Source: an optimization exercise on an open RTL-to-GDS flow (aim: small area, a short achievable clock period and few clock cycles per item). Production flows keep margins and buffers that such runs may drop. Function was checked by simulation only, so behaviour that the tests miss may differ from the original. Power is estimated from default activity; no workload was simulated.

<file path="run.sh">
#!/bin/bash
# synth_recipe.tcl (not shown) runs the flow's synth.tcl, then flattens the netlist and writes it again
# the make line also repeats each setting of config.mk as NAME=value (left out here)
make -C /OpenROAD-flow-scripts/flow DESIGN_CONFIG=/design/flow/config.mk WORK_HOME=/design/flow/orfs CLKGATE_MAP_FILE= SYNTH_SCRIPT=/design/flow/synth_recipe.tcl finish
</file>
<file path="config.mk">
export PLATFORM = sky130hd
export DESIGN_NAME = alias_table_builder
export DESIGN_NICKNAME = alias_table_builder
export VERILOG_FILES = /design/flow/design.v
export SDC_FILE = /design/flow/constraint.sdc
export NUM_CORES = 4
export LEC_CHECK = 0
export CAP_MARGIN = 20
export CORE_MARGIN = 2
export CORE_UTILIZATION = 40
export SLEW_MARGIN = 20
</file>
<file path="constraint.sdc">
create_clock -name core_clock -period 8.0 [get_ports {clk}]
set_input_delay 1.6000 -clock core_clock [delete_from_list [all_inputs] [get_ports {clk}]]
set_output_delay 1.6000 -clock core_clock [all_outputs]
set_load 0.01 [all_outputs]
</file>
<file path="design.v">
`default_nettype none
package atb_pkg;
  localparam int WGT_W = 31;
  localparam int SUM_W = 37;
  localparam int NUM_W = 38;
  localparam int IDX_W  = 6;
  localparam int FRAC_W = 25;
  typedef struct packed {
    logic signed [31:0] weight;
    logic               not_finite;
    logic               last_weight;
  } atb_in_t;
  typedef struct packed {
    logic [IDX_W-1:0]  entry_index;
    logic [FRAC_W-1:0] pmf_value;
    logic [FRAC_W-1:0] keep_probability;
    logic [IDX_W-1:0]  alias_index;
    logic [SUM_W-1:0]  total_weight;
    logic              uniform_fallback;
    logic              overflow;
    logic              last_entry;
  } atb_out_t;
  typedef struct packed {
    logic             start;
    logic [NUM_W-1:0] num;
    logic [SUM_W-1:0] den;
  } atb_div_req_t;
endpackage
`default_nettype wire
`default_nettype none
module atb_ram #(
  parameter int WIDTH = 8,
  parameter int DEPTH = 64,
  localparam int AW   = (DEPTH > 1) ? $clog2(DEPTH) : 1
) (
  input  wire logic             clk,
  input  wire logic             we,
  input  wire logic [AW-1:0]    waddr,
  input  wire logic [WIDTH-1:0] wdata,
  input  wire logic [AW-1:0]    raddr,
  output logic      [WIDTH-1:0] rdata
);
  logic [WIDTH-1:0] mem_r [DEPTH];
  always_ff @(posedge clk) begin
    if (we) begin
      mem_r[waddr] <= wdata;
    end
    rdata <= mem_r[raddr];
  end
endmodule
`default_nettype wire
`default_nettype none
module atb_div #(
  parameter int FRACTION_BITS = 24,
  parameter int QW            = 31
) (
  input  wire logic                 clk,
  input  wire logic                 rst_n,
  input  wire atb_pkg::atb_div_req_t req,
  output logic                      done,
  output logic [QW-1:0]             quot
);
  localparam int STEPS = atb_pkg::NUM_W + FRACTION_BITS;
  localparam int CNT_W = $clog2(STEPS + 1);
  logic                        busy_r, busy_nxt;
  logic                        done_r, done_nxt;
  logic [CNT_W-1:0]            cnt_r, cnt_nxt;
  logic [atb_pkg::SUM_W-1:0]   rem_r, rem_nxt;
  logic [atb_pkg::SUM_W-1:0]   den_r, den_nxt;
  logic [atb_pkg::NUM_W-1:0]   num_r, num_nxt;
  logic [QW-1:0]               q_r, q_nxt;
  logic [atb_pkg::SUM_W:0]     trial;
  logic [atb_pkg::SUM_W:0]     diff;
  logic                        ge;
  always_comb begin
    trial    = {rem_r, num_r[atb_pkg::NUM_W-1]};
    diff     = trial - {1'b0, den_r};
    ge       = trial >= {1'b0, den_r};
    busy_nxt = busy_r;
    done_nxt = 1'b0;
    cnt_nxt  = cnt_r;
    rem_nxt  = rem_r;
    den_nxt  = den_r;
    num_nxt  = num_r;
    q_nxt    = q_r;
    if (req.start) begin
      busy_nxt = 1'b1;
      cnt_nxt  = CNT_W'(STEPS);
      rem_nxt  = '0;
      den_nxt  = req.den;
      num_nxt  = req.num;
      q_nxt    = '0;
    end else if (busy_r) begin
      rem_nxt = ge ? diff[atb_pkg::SUM_W-1:0] : trial[atb_pkg::SUM_W-1:0];
      num_nxt = {num_r[atb_pkg::NUM_W-2:0], 1'b0};
      q_nxt   = {q_r[QW-2:0], ge};
      cnt_nxt = cnt_r - CNT_W'(1);
      if (cnt_r == CNT_W'(1)) begin
        busy_nxt = 1'b0;
        done_nxt = 1'b1;
      end
    end
  end
  always_ff @(posedge clk) begin
    cnt_r <= cnt_nxt;
    rem_r <= rem_nxt;
    den_r <= den_nxt;
    num_r <= num_nxt;
    q_r   <= q_nxt;
    if (!rst_n) begin
      busy_r <= 1'b0;
      done_r <= 1'b0;
    end else begin
      busy_r <= busy_nxt;
      done_r <= done_nxt;
    end
  end
  assign done = done_r;
  assign quot = q_r;
endmodule
`default_nettype wire
`default_nettype none
module alias_table_builder #(
  parameter int ENTRIES       = 64,
  parameter int FRACTION_BITS = 24
) (
  input  wire logic              clk,
  input  wire logic              rst_n,
  input  wire logic              in_valid,
  output logic                   in_ready,
  input  wire logic [33:0]       in_data,
  output logic                   out_valid,
  input  wire logic              out_ready,
  output logic [101:0]           out_data
);
  localparam int AW = (ENTRIES > 1) ? $clog2(ENTRIES) : 1;
  localparam int NW = $clog2(ENTRIES + 1);
  localparam int CW = FRACTION_BITS + NW;
  localparam int KW = FRACTION_BITS + 1;
  localparam int PW = atb_pkg::WGT_W + NW;
  localparam logic [CW-1:0] ONE_FX = CW'(1) << FRACTION_BITS;
  typedef enum logic [3:0] {
    S_LOAD, S_PREP, S_SC_RD, S_SC_MUL, S_SC_GO, S_SC_WAIT,
    S_PR_CHK, S_PR_RDS, S_PR_RDL, S_PR_UPD,
    S_OUT_RD, S_OUT_GO, S_OUT_WAIT, S_OUT_EMIT
  } state_t;
  state_t                     state_r, state_nxt;
  logic [NW-1:0]              cnt_r, cnt_nxt;
  logic [atb_pkg::SUM_W-1:0]  sum_r, sum_nxt;
  logic                       drop_r, drop_nxt;
  logic [atb_pkg::SUM_W-1:0]  total_r, total_nxt;
  logic                       uni_r, uni_nxt;
  logic [NW-1:0]              i_r, i_nxt;
  logic [NW-1:0]              ns_r, ns_nxt;
  logic [NW-1:0]              nl_r, nl_nxt;
  logic [atb_pkg::NUM_W-1:0]  prod_r, prod_nxt;
  logic [AW-1:0]              l_r, l_nxt;
  logic [CW-1:0]              sv_r, sv_nxt;
  logic [KW-1:0]              keepv_r, keepv_nxt;
  logic [AW-1:0]              aliasv_r, aliasv_nxt;
  logic [CW-1:0]              pmf_r, pmf_nxt;
  logic                       out_valid_r, out_valid_nxt;
  atb_pkg::atb_out_t          out_data_r, out_data_nxt;
  logic                      w_we, sc_we, sm_we, lg_we, kp_we, al_we;
  logic [AW-1:0]             w_wa, sc_wa, sm_wa, lg_wa, kp_wa, al_wa;
  logic [AW-1:0]             w_ra, sc_ra, sm_ra, lg_ra, kp_ra, al_ra;
  logic [atb_pkg::WGT_W-1:0] w_wd, w_rd;
  logic [CW-1:0]             sc_wd, sc_rd;
  logic [AW-1:0]             sm_wd, sm_rd, lg_wd, lg_rd, al_wd, al_rd;
  logic [KW-1:0]             kp_wd, kp_rd;
  atb_pkg::atb_div_req_t     div_req;
  logic                      div_done;
  logic [CW-1:0]             div_quot;
  logic [atb_pkg::WGT_W-1:0]    w_in;
  logic [atb_pkg::WGT_W-1:0]    w_eff;
  logic [PW-1:0]                prod_w;
  logic [CW:0]                  nv_w;
  logic [NW-1:0]                ns_dec, nl_dec, i_inc;
  logic [63:0]                  pmf_wide, keep_wide;
  atb_pkg::atb_in_t             in_d;
  assign in_d = atb_pkg::atb_in_t'(in_data);
  atb_ram #(.WIDTH(atb_pkg::WGT_W), .DEPTH(ENTRIES)) u_weight (
    .clk(clk), .we(w_we), .waddr(w_wa), .wdata(w_wd), .raddr(w_ra), .rdata(w_rd));
  atb_ram #(.WIDTH(CW), .DEPTH(ENTRIES)) u_scaled (
    .clk(clk), .we(sc_we), .waddr(sc_wa), .wdata(sc_wd), .raddr(sc_ra), .rdata(sc_rd));
  atb_ram #(.WIDTH(AW), .DEPTH(ENTRIES)) u_small (
    .clk(clk), .we(sm_we), .waddr(sm_wa), .wdata(sm_wd), .raddr(sm_ra), .rdata(sm_rd));
  atb_ram #(.WIDTH(AW), .DEPTH(ENTRIES)) u_large (
    .clk(clk), .we(lg_we), .waddr(lg_wa), .wdata(lg_wd), .raddr(lg_ra), .rdata(lg_rd));
  atb_ram #(.WIDTH(KW), .DEPTH(ENTRIES)) u_keep (
    .clk(clk), .we(kp_we), .waddr(kp_wa), .wdata(kp_wd), .raddr(kp_ra), .rdata(kp_rd));
  atb_ram #(.WIDTH(AW), .DEPTH(ENTRIES)) u_alias (
    .clk(clk), .we(al_we), .waddr(al_wa), .wdata(al_wd), .raddr(al_ra), .rdata(al_rd));
  atb_div #(.FRACTION_BITS(FRACTION_BITS), .QW(CW)) u_div (
    .clk(clk), .rst_n(rst_n), .req(div_req), .done(div_done), .quot(div_quot));
  assign w_in   = (!in_d.not_finite && !in_d.weight[31]) ?
                  in_d.weight[atb_pkg::WGT_W-1:0] : '0;
  assign w_eff  = uni_r ? atb_pkg::WGT_W'(1) : w_rd;
  assign prod_w = PW'(w_eff) * PW'(cnt_r);
  assign nv_w   = {1'b0, sc_rd} + {1'b0, sv_r} - {1'b0, ONE_FX};
  assign ns_dec = ns_r - NW'(1);
  assign nl_dec = nl_r - NW'(1);
  assign i_inc  = i_r + NW'(1);
  assign pmf_wide  = 64'(pmf_r);
  assign keep_wide = 64'(keepv_r);
  always_comb begin
    state_nxt     = state_r;
    cnt_nxt       = cnt_r;
    sum_nxt       = sum_r;
    drop_nxt      = drop_r;
    total_nxt     = total_r;
    uni_nxt       = uni_r;
    i_nxt         = i_r;
    ns_nxt        = ns_r;
    nl_nxt        = nl_r;
    prod_nxt      = prod_r;
    l_nxt         = l_r;
    sv_nxt        = sv_r;
    keepv_nxt     = keepv_r;
    aliasv_nxt    = aliasv_r;
    pmf_nxt       = pmf_r;
    out_valid_nxt = out_valid_r && !out_ready;
    out_data_nxt  = out_data_r;
    w_we = 1'b0; w_wa = cnt_r[AW-1:0]; w_wd = w_in; w_ra = i_r[AW-1:0];
    sc_we = 1'b0; sc_wa = i_r[AW-1:0]; sc_wd = div_quot; sc_ra = sm_rd;
    sm_we = 1'b0; sm_wa = ns_r[AW-1:0]; sm_wd = i_r[AW-1:0]; sm_ra = ns_dec[AW-1:0];
    lg_we = 1'b0; lg_wa = nl_r[AW-1:0]; lg_wd = i_r[AW-1:0]; lg_ra = nl_dec[AW-1:0];
    kp_we = 1'b0; kp_wa = i_r[AW-1:0]; kp_wd = ONE_FX[KW-1:0]; kp_ra = i_r[AW-1:0];
    al_we = 1'b0; al_wa = i_r[AW-1:0]; al_wd = i_r[AW-1:0]; al_ra = i_r[AW-1:0];
    div_req.start = 1'b0;
    div_req.num   = prod_r;
    div_req.den   = total_r;
    unique case (state_r)
      S_LOAD: begin
        if (in_valid) begin
          if (cnt_r < NW'(ENTRIES)) begin
            w_we    = 1'b1;
            sum_nxt = sum_r + atb_pkg::SUM_W'(w_in);
            cnt_nxt = cnt_r + NW'(1);
          end else begin
            drop_nxt = 1'b1;
          end
          if (in_d.last_weight) begin
            state_nxt = S_PREP;
          end
        end
      end
      S_PREP: begin
        uni_nxt   = (sum_r == '0);
        total_nxt = (sum_r == '0) ? atb_pkg::SUM_W'(cnt_r) : sum_r;
        i_nxt     = '0;
        ns_nxt    = '0;
        nl_nxt    = '0;
        state_nxt = S_SC_RD;
      end
      S_SC_RD: begin
        state_nxt = S_SC_MUL;
      end
      S_SC_MUL: begin
        prod_nxt  = atb_pkg::NUM_W'(prod_w);
        state_nxt = S_SC_GO;
      end
      S_SC_GO: begin
        div_req.start = 1'b1;
        state_nxt     = S_SC_WAIT;
      end
      S_SC_WAIT: begin
        if (div_done) begin
          sc_we = 1'b1;
          kp_we = 1'b1;
          al_we = 1'b1;
          if (div_quot < ONE_FX) begin
            sm_we  = 1'b1;
            ns_nxt = ns_r + NW'(1);
          end else begin
            lg_we  = 1'b1;
            nl_nxt = nl_r + NW'(1);
          end
          i_nxt     = i_inc;
          state_nxt = (i_inc == cnt_r) ? S_PR_CHK : S_SC_RD;
        end
      end
      S_PR_CHK: begin
        if (ns_r != '0 && nl_r != '0) begin
          ns_nxt    = ns_dec;
          nl_nxt    = nl_dec;
          state_nxt = S_PR_RDS;
        end else begin
          i_nxt     = '0;
          state_nxt = S_OUT_RD;
        end
      end
      S_PR_RDS: begin
        sc_ra      = sm_rd;
        aliasv_nxt = sm_rd;
        l_nxt      = lg_rd;
        state_nxt  = S_PR_RDL;
      end
      S_PR_RDL: begin
        sc_ra     = l_r;
        sv_nxt    = sc_rd;
        state_nxt = S_PR_UPD;
      end
      S_PR_UPD: begin
        kp_we = 1'b1;
        kp_wa = aliasv_r;
        kp_wd = (sv_r < ONE_FX) ? sv_r[KW-1:0] : ONE_FX[KW-1:0];
        al_we = 1'b1;
        al_wa = aliasv_r;
        al_wd = l_r;
        sc_we = 1'b1;
        sc_wa = l_r;
        sc_wd = nv_w[CW-1:0];
        if (nv_w[CW-1:0] < ONE_FX) begin
          sm_we  = 1'b1;
          sm_wd  = l_r;
          ns_nxt = ns_r + NW'(1);
        end else begin
          lg_we  = 1'b1;
          lg_wd  = l_r;
          nl_nxt = nl_r + NW'(1);
        end
        state_nxt = S_PR_CHK;
      end
      S_OUT_RD: begin
        state_nxt = S_OUT_GO;
      end
      S_OUT_GO: begin
        div_req.start = 1'b1;
        div_req.num   = atb_pkg::NUM_W'(w_eff);
        keepv_nxt     = kp_rd;
        aliasv_nxt    = al_rd;
        state_nxt     = S_OUT_WAIT;
      end
      S_OUT_WAIT: begin
        if (div_done) begin
          pmf_nxt   = div_quot;
          state_nxt = S_OUT_EMIT;
        end
      end
      S_OUT_EMIT: begin
        if (!out_valid_r || out_ready) begin
          out_valid_nxt                 = 1'b1;
          out_data_nxt.entry_index      = atb_pkg::IDX_W'(i_r);
          out_data_nxt.pmf_value        = pmf_wide[atb_pkg::FRAC_W-1:0];
          out_data_nxt.keep_probability = keep_wide[atb_pkg::FRAC_W-1:0];
          out_data_nxt.alias_index      = atb_pkg::IDX_W'(aliasv_r);
          out_data_nxt.total_weight     = total_r;
          out_data_nxt.uniform_fallback = uni_r;
          out_data_nxt.overflow         = drop_r;
          out_data_nxt.last_entry       = (i_inc == cnt_r);
          i_nxt                         = i_inc;
          if (i_inc == cnt_r) begin
            cnt_nxt   = '0;
            sum_nxt   = '0;
            drop_nxt  = 1'b0;
            state_nxt = S_LOAD;
          end else begin
            state_nxt = S_OUT_RD;
          end
        end
      end
      default: begin
        state_nxt = S_LOAD;
      end
    endcase
  end
  always_ff @(posedge clk) begin
    total_r    <= total_nxt;
    uni_r      <= uni_nxt;
    prod_r     <= prod_nxt;
    l_r        <= l_nxt;
    sv_r       <= sv_nxt;
    keepv_r    <= keepv_nxt;
    aliasv_r   <= aliasv_nxt;
    pmf_r      <= pmf_nxt;
    out_data_r <= out_data_nxt;
    if (!rst_n) begin
      state_r     <= S_LOAD;
      cnt_r       <= '0;
      sum_r       <= '0;
      drop_r      <= 1'b0;
      i_r         <= '0;
      ns_r        <= '0;
      nl_r        <= '0;
      out_valid_r <= 1'b0;
    end else begin
      state_r     <= state_nxt;
      cnt_r       <= cnt_nxt;
      sum_r       <= sum_nxt;
      drop_r      <= drop_nxt;
      i_r         <= i_nxt;
      ns_r        <= ns_nxt;
      nl_r        <= nl_nxt;
      out_valid_r <= out_valid_nxt;
    end
  end
  assign in_ready  = (state_r == S_LOAD);
  assign out_valid = out_valid_r;
  assign out_data  = 102'(out_data_r);
endmodule
`default_nettype wire
</file>
==> flow_summary.json <==
{
  "pin_count": 142,
  "placementRows": 312,
  "fp.dieW_um": 855.4,
  "cts_root_buffer": "clkbuf_16",
  "rsz0062_at_grt": "false",
  "leakagePower_uw": 0.1017,
  "p_int_uw": 63440,
  "via_count": 141300,
  "cts_hold_buffers": 0,
  "setup_viol": 0,
  "cts_max_path_buffers": 4,
  "cp-start-kind": "flop",
  "holdCritPathClass": "reg -> reg",
  "cts-resized-gates": 0,
  "synth_seq_cells": 7318,
  "antenna_found_initial": 53,
  "start_util": 0.4014,
  "max-cap-violations": 0,
  "crit_type": "reg -> reg",
  "clk_latency_ns": 1.16,
  "grt_util_all_layers": 0.2042,
  "p_per_area_nw_per_um2": 251.3,
  "hold_viol": 0,
  "setup.worst_path.end_class": "flop",
  "post_drt_wl_per_cell_um": 30.95,
  "overflow": 0,
  "core_sq_um": 722200,
  "arrival_ns": 7.52,
  "cts_inserted_buffers": 733,
  "drc": 0,
  "wl_um": 761300,
  "async_reset_ff_frac": 0,
  "peakVddDrop_uv": 213.4,
  "dpl.hpwl_um": 446400,
  "required_ns": 8.88,
  "drt_iter0_drc": 15890,
  "grt_max_degree": 137,
  "dieArea_sq_um": 731600,
  "maxSlewHeadroom": 0.1055,
  "synth_flop_cell": "edfxtp_1",
  "grt_first_pass_wirelength_um": 1077000,
  "status": "no timing/DRC/antenna violations",
  "finish.net_count": 14730,
  "p_sw_uw": 19660,
  "synth_edf_count": 7066,
  "timing.final.crit_share": 0.8299,
  "setup_tns_ns": 0,
  "p_total_uw": 83110,
  "drtAntennaViolNets": 0,
  "port-buffer-count": 141,
  "cp_max_fo": 21,
  "via_per_inst": 5.743,
  "syn_inst": 13760,
  "period_needed_ns": 6.639,
  "firstDrtPassIters": 6,
  "fin_skew_ns": 0.09310,
  "grt_pass1_vias": 141700,
  "max_freq_mhz": 150.6,
  "gp_congestion": 0.8364,
  "worst_slew_pin_slew_ns": 1.337,
  "fillers": 59750,
  "pre_cts_ws_ns": 1.251,
  "area_growth_pct": 14.07,
  "ys_warn_count": 5,
  "synth.distinct_cells": 89,
  "switching_share": 0.2366,
  "clkSinkCount": 7318,
  "ys_seq_area_frac": 0.7493,
  "cts.htree.levels": 6,
  "synth_area_sq_um": 289900,
  "placed_area_sq_um": 306600,
  "die_h_um": 855.4,
  "slew_viol_final": 0,
  "path_clk_slew_ns": 0.06,
  "combPwrFrac": 0.082,
  "synth_area_per_cell_sq_um": 21.07,
  "p_clk_frac": 0.408,
  "pwr-share-seq": 0.509,
  "syn-num-nets": 14140,
  "final_cell_area_sq_um": 330700,
  "postCtsSetupBuffers": 0,
  "drive_above_1_share": 0.2610,
  "setup_slack_ns": 1.361,
  "cts_tree": "built"
}
-- metal layers --
metal	up-vias	wire length, um	share of wire	track usage
li1	58090	-	-	-
met1	76640	310600	0.41	0.2834
met2	5483	369600	0.49	0.3333
met3	1039	54300	0.071	0.03328
met4	10	26720	0.035	0.06454
met5	-	76	0.00010	0
-- worst paths after layout --
check | cells after the start | end | slack, ns | from
worst max register to register | 21 | prod_r[37] | 1.36 | uni_r
worst min register to register | 0 | keepv_r[24] | 0.40 | u_keep.rdata[24]
worst min-delay path | 0 | keepv_r[24] | 0.40 | u_keep.rdata[24]
worst max-delay path | 21 | prod_r[37] | 1.36 | uni_r
-- layout by cell type (no fill, tap or decap), types with 50 or more instances in the layout --
| cell | count |
|---|---|
| a211oi_1 | 227 |
| a21o_1 | 76 |
| a21oi_1 | 240 |
| a311oi_1 | 65 |
| a31oi_1 | 86 |
| and2_1 | 289 |
| buf_4 | 404 |
| bufinv_16 | 58 |
| clkbuf_1 | 183 |
| clkbuf_16 | 743 |
| clkdlybuf4s50_1 | 140 |
| clkinv_1 | 139 |
| clkinv_2 | 112 |
| dfxtp_1 | 238 |
| diode_2 | 68 |
| edfxtp_1 | 7066 |
| fa_1 | 147 |
| ha_1 | 191 |
| inv_1 | 224 |
| mux2i_1 | 118 |
| mux4_2 | 2020 |
| nand2_1 | 589 |
| nand3_1 | 50 |
| nor2_1 | 253 |
| nor2_4 | 177 |
| nor2b_1 | 102 |
| nor3_1 | 55 |
| o21ai_0 | 147 |
| xnor2_1 | 83 |
| xor2_1 | 54 |
-- worst max-delay path: stages, from the launching register on --
cell and delay (ns):
edfxtp_1 0.57, buf_4 0.29, nor2b_1 0.47, and2_1 0.24, fa_1 0.43, fa_1 0.51, fa_1 0.49, inv_1 0.06
fa_1 0.47, inv_1 0.04, ha_1 0.31, inv_1 0.14, o22ai_1 0.12, a311oi_1 0.59, o31ai_2 0.29, a221oi_1 0.51
o21ai_0 0.24, nand2_1 0.11, nand2_1 0.06, a21oi_1 0.21, a21oi_1 0.11, xnor2_1 0.13
-- final cells by class --
class                      instances  area [sq um]  share of cell area
antenna                           68         170.2           0.0005146
tap                             9577         11980             0.03623
timing repair buffer             608          5796             0.01753
clock buffer                     949         19600             0.05926
clock inverter                   391          3998             0.01209
multi-input combinational       5453         71000              0.2147
sequential                      7318        217300              0.6570
inverter                         235         890.9            0.002694
-- synth_stat cells, drive strengths merged (79+ instances only) --
library cell	n	area, sq um
nand2	599	2253
nor2b	102	638.1
o21ai	178	902.1
mux2i	124	1241
ha	193	2415
inv	233	874.6
and2	347	2171
a31oi	86	538.0
clkbuf	574	2155
dfxtp	252	5045
a21oi	242	1211
mux4	2020	45490
nor2	433	1625
buf	182	764.5
nor3	79	400.4
a211oi	228	1717
edfxtp	7066	212200
xnor2	87	762.0
fa	147	2943
-- registers in the layout (all words and copies together) (netlist names), 25 cells and up --
register        cells
u_div.q_r          31
u_alias.mem_r     384
keepv_r            25
out_data_r        102
total_r            37
u_div.rem_r        37
prod_r             38
u_div.num_r        38
u_keep.rdata       25
u_weight.rdata     31
pmf_r              25
u_small.mem_r     384
u_weight.mem_r   1984
u_div.den_r        37
u_scaled.rdata     31
sum_r              37
u_keep.mem_r     1600
u_large.mem_r     384
u_scaled.mem_r   1984
sv_r               31
-- cells by family (layout without fill, tap and decap cells) --
logic type	Yosys count	after routing	synth area share
other cells	0	68	0
mux	2157	2157	0.1617
fa+ha+maj	340	340	0.01848
xor+xnor	145	145	0.004380
flops	7318	7318	0.7493
simple gates	1775	1775	0.02945
buf+inv	991	2183	0.01311
compound gates	1036	1036	0.02361
-- through the flow --
stage	utilization	cells	hold WS, ns
after floorplan	-	13760	0.3855
after global placement	0.4241	23170	0.3865
after detailed placement	0.4246	23180	0.3887
after CTS	0.4572	24520	0.4025
after global routing	0.4578	24570	0.4071
final	0.4579	24600	0.4009
-- power groups by stage --
stage,logic [uW],registers [uW],clock network (uW)
4_1_cts,6850,42300,34500
6_report,6830,42300,33900
5_1_grt,7250,42300,36000
3_5_place_dp,6820,43100,0
2_1_floorplan,4150,42900,0
3_3_place_gp,6770,43100,0
Testbench counts, summed over its fixed seeds: cycles 154,836, items 1,134.

what the ideal ports hide:
How much do the figures lean on ideal ports? The routed layout below was timed once more, with nothing changed but the port constraints.
Step 1: set_driving_cell puts a clkbuf_16 on clk and a buf_2 on each other input, an assumption about the parent block.
Step 2 also shifts input and output timing later by t, the mid clock arrival at the registers, as if the neighbouring blocks saw the same clock.
a / b / c = ideal ports / drivers / drivers and shift; a / b = the first two.
shift t [ns]: 1.260
setup WS [ns]: 1.361 / 1.361 / 1.361
worst register clock-pin slew, ns: 0.07 / 0.07
After both steps this run still meets setup and hold. For this run, drivers alone change the setup slack by 0.000 ns; drivers and shift together by 0.000 ns.
